Source: an optimization exercise on an open RTL-to-GDS flow (aim: small area, a short achievable clock period and few clock cycles per item). Production flows keep margins and buffers that such runs may drop.

==> flow/design.v (excerpt) <==
module horizontal_antialias_fir_core (
  input  logic        clk,
  input  logic        rst_n,
  input  logic        in_valid,
  output logic        in_ready,
  input  logic [7:0]  red_in,
  input  logic [7:0]  green_in,
  input  logic [7:0]  blue_in,
  output logic        out_valid,
  input  logic        out_ready,
  output logic [7:0]  red_out,
  output logic [7:0]  green_out,
  output logic [7:0]  blue_out,
  output logic        line_end,
  input  logic        cfg_psel,
  input  logic        cfg_penable,
  input  logic        cfg_pwrite,
  input  logic [2:0]  cfg_paddr,
  input  logic [31:0] cfg_pwdata,
  output logic [31:0] cfg_prdata,
  output logic        cfg_pready
);
==> module horizontal_antialias_fir_core, before the edit <==
module horizontal_antialias_fir_core (
  input  logic        clk,
  input  logic        rst_n,
  input  logic        in_valid,
  output logic        in_ready,
  input  logic [7:0]  red_in,
  input  logic [7:0]  green_in,
  input  logic [7:0]  blue_in,
  output logic        out_valid,
  input  logic        out_ready,
  output logic [7:0]  red_out,
  output logic [7:0]  green_out,
  output logic [7:0]  blue_out,
  output logic        line_end,
  input  logic        cfg_psel,
  input  logic        cfg_penable,
  input  logic        cfg_pwrite,
  input  logic [2:0]  cfg_paddr,
  input  logic [31:0] cfg_pwdata,
  output logic [31:0] cfg_prdata,
  output logic        cfg_pready
);
  logic [1:0]  filter_sel_r;
  logic [12:0] line_width_r;
  logic [11:0] col_r;
  logic [23:0] w0_r, w1_r, w2_r, w3_r;    
  logic        v2_r, v3_r;                
  logic        t2_r, t3_r;                
  logic [24:0] o_r;                       
  logic        ov_r;
  logic [23:0] px;
  logic [23:0] filt;
  logic [1:0]  fsel;
  logic        o_free;
  logic        in_acc;
  logic        cfg_wr;
  logic [12:0] col_inc;
  logic        last;
  logic        use_filt;
  logic        emit;
  logic        shift;
  assign px = {red_in, green_in, blue_in};
  assign cfg_pready = 1'b1;
  assign cfg_wr     = cfg_psel && cfg_penable && cfg_pwrite;
  assign cfg_prdata = cfg_paddr[2] ? {19'd0, line_width_r} : {30'd0, filter_sel_r};
  always_ff @(posedge clk) begin
    if (!rst_n) begin
      filter_sel_r <= 2'd0;
      line_width_r <= 13'd640;
    end else if (cfg_wr) begin
      if (cfg_paddr[2]) line_width_r <= cfg_pwdata[12:0];
      else              filter_sel_r <= cfg_pwdata[1:0];
    end
  end
  assign col_inc  = {1'b0, col_r} + 13'd1;
  assign last     = col_inc[12] || (col_inc >= line_width_r);
  assign use_filt = (col_r >= 12'd4) && (col_inc <= line_width_r);
  assign o_free   = !ov_r || out_ready;
  assign in_ready = !v2_r || o_free;
  assign in_acc   = in_valid && in_ready;
  assign emit     = o_free && v2_r && (in_acc || t2_r || (v3_r && t3_r));
  assign shift    = in_acc || ((!v3_r || t3_r) && (emit || (!v2_r && v3_r)));
  assign fsel = (in_acc && use_filt) ? filter_sel_r : 2'd0;
  for (genvar l = 0; l < 3; l++) begin : g_lane
    hafir_lane u_lane (
      .filter_sel (fsel),
      .a          (w0_r[l*8 +: 8]),
      .b          (w1_r[l*8 +: 8]),
      .c          (w2_r[l*8 +: 8]),
      .d          (w3_r[l*8 +: 8]),
      .e          (px[l*8 +: 8]),
      .filt       (filt[l*8 +: 8])
    );
  end
  always_ff @(posedge clk) begin
    if (!rst_n) begin
      v2_r  <= 1'b0;
      v3_r  <= 1'b0;
      col_r <= 12'd0;
    end else begin
      if (shift) begin
        v2_r <= v3_r;
        v3_r <= in_acc;
      end else if (emit) begin
        v2_r <= 1'b0;
      end
      if (in_acc) col_r <= last ? 12'd0 : col_inc[11:0];
    end
  end
  always_ff @(posedge clk) begin
    if (shift) begin
      w0_r <= w1_r;
      w1_r <= w2_r;
      w2_r <= w3_r;
      w3_r <= px;
      t2_r <= t3_r;
      t3_r <= last;
    end
  end
  always_ff @(posedge clk) begin
    if (!rst_n) ov_r <= 1'b0;
    else        ov_r <= emit || (ov_r && !out_ready);
  end
  always_ff @(posedge clk) begin
    if (o_free) o_r <= {filt, t2_r};
  end
  assign out_valid = ov_r;
  assign red_out   = o_r[24:17];
  assign green_out = o_r[16:9];
  assign blue_out  = o_r[8:1];
  assign line_end  = o_r[0];
endmodule
Settings: LEC_CHECK=0, CAP_MARGIN=20, CORE_MARGIN=2, CORE_UTILIZATION=40, SETUP_SLACK_MARGIN=4.5, SLEW_MARGIN=20; clock period 8.5 ns.
run.sh (not shown) runs the stock make flow with config.mk's settings and CLKGATE_MAP_FILE= SYNTH_SCRIPT=/design/flow/synth_recipe.tcl, a recipe that flattens the netlist after the stock synthesis.
Edit:
--- a/flow/design.v
+++ b/flow/design.v
@@ -101,9 +101,9 @@
   assign in_ready = !v2_r || o_free;
   assign in_acc   = in_valid && in_ready;
   assign emit     = o_free && v2_r && (in_acc || t2_r || (v3_r && t3_r));
   assign shift    = in_acc || ((!v3_r || t3_r) && (emit || (!v2_r && v3_r)));
-  assign fsel = (in_acc && use_filt) ? filter_sel_r : 2'd0;
+  assign fsel = use_filt ? filter_sel_r : 2'd0;
   for (genvar l = 0; l < 3; l++) begin : g_lane
     hafir_lane u_lane (
       .filter_sel (fsel),
       .a          (w0_r[l*8 +: 8]),
Final area came out lower by 1.1%.
Core utilization came out higher by 0.82 points.
Worst hold slack barely changes.
Worst setup slack gains 0.26 ns.
Sequential share of layout area came out higher by 0.31 points.
No run of this note included a check of the RTL's function; only the layout flow was run.

[re-timing with driven ports]
No port has a modelled driver above. Below, the same layouts with a new extraction and two added sets of constraints. Step 1: set_driving_cell puts a clkbuf_16 on clk and a buf_2 on each other input, an assumption about the parent block. Step 2, shift: input delay + t, output delay - t, t = (earliest + latest rising clock arrival at the registers) / 2. This alone moves slack from input paths to output paths. a / b / c = ideal ports / drivers / drivers and shift; a / b = the first two.
run	shift t [ns]	setup WS [ns]	clock arrival spread, ns	slew at the worst register clock pin (ns)
the first run	0.478	1.665 / 1.665 / 1.275	0.012 / 0.011	0.07 / 0.07
the second run	0.471	1.925 / 1.925 / 1.925	0.012 / 0.011	0.07 / 0.07
After both steps setup and hold are still met in every run listed. The setup slack of the first run, which loses most, moves by 0.000 ns with the drivers and by -0.390 ns with both steps.
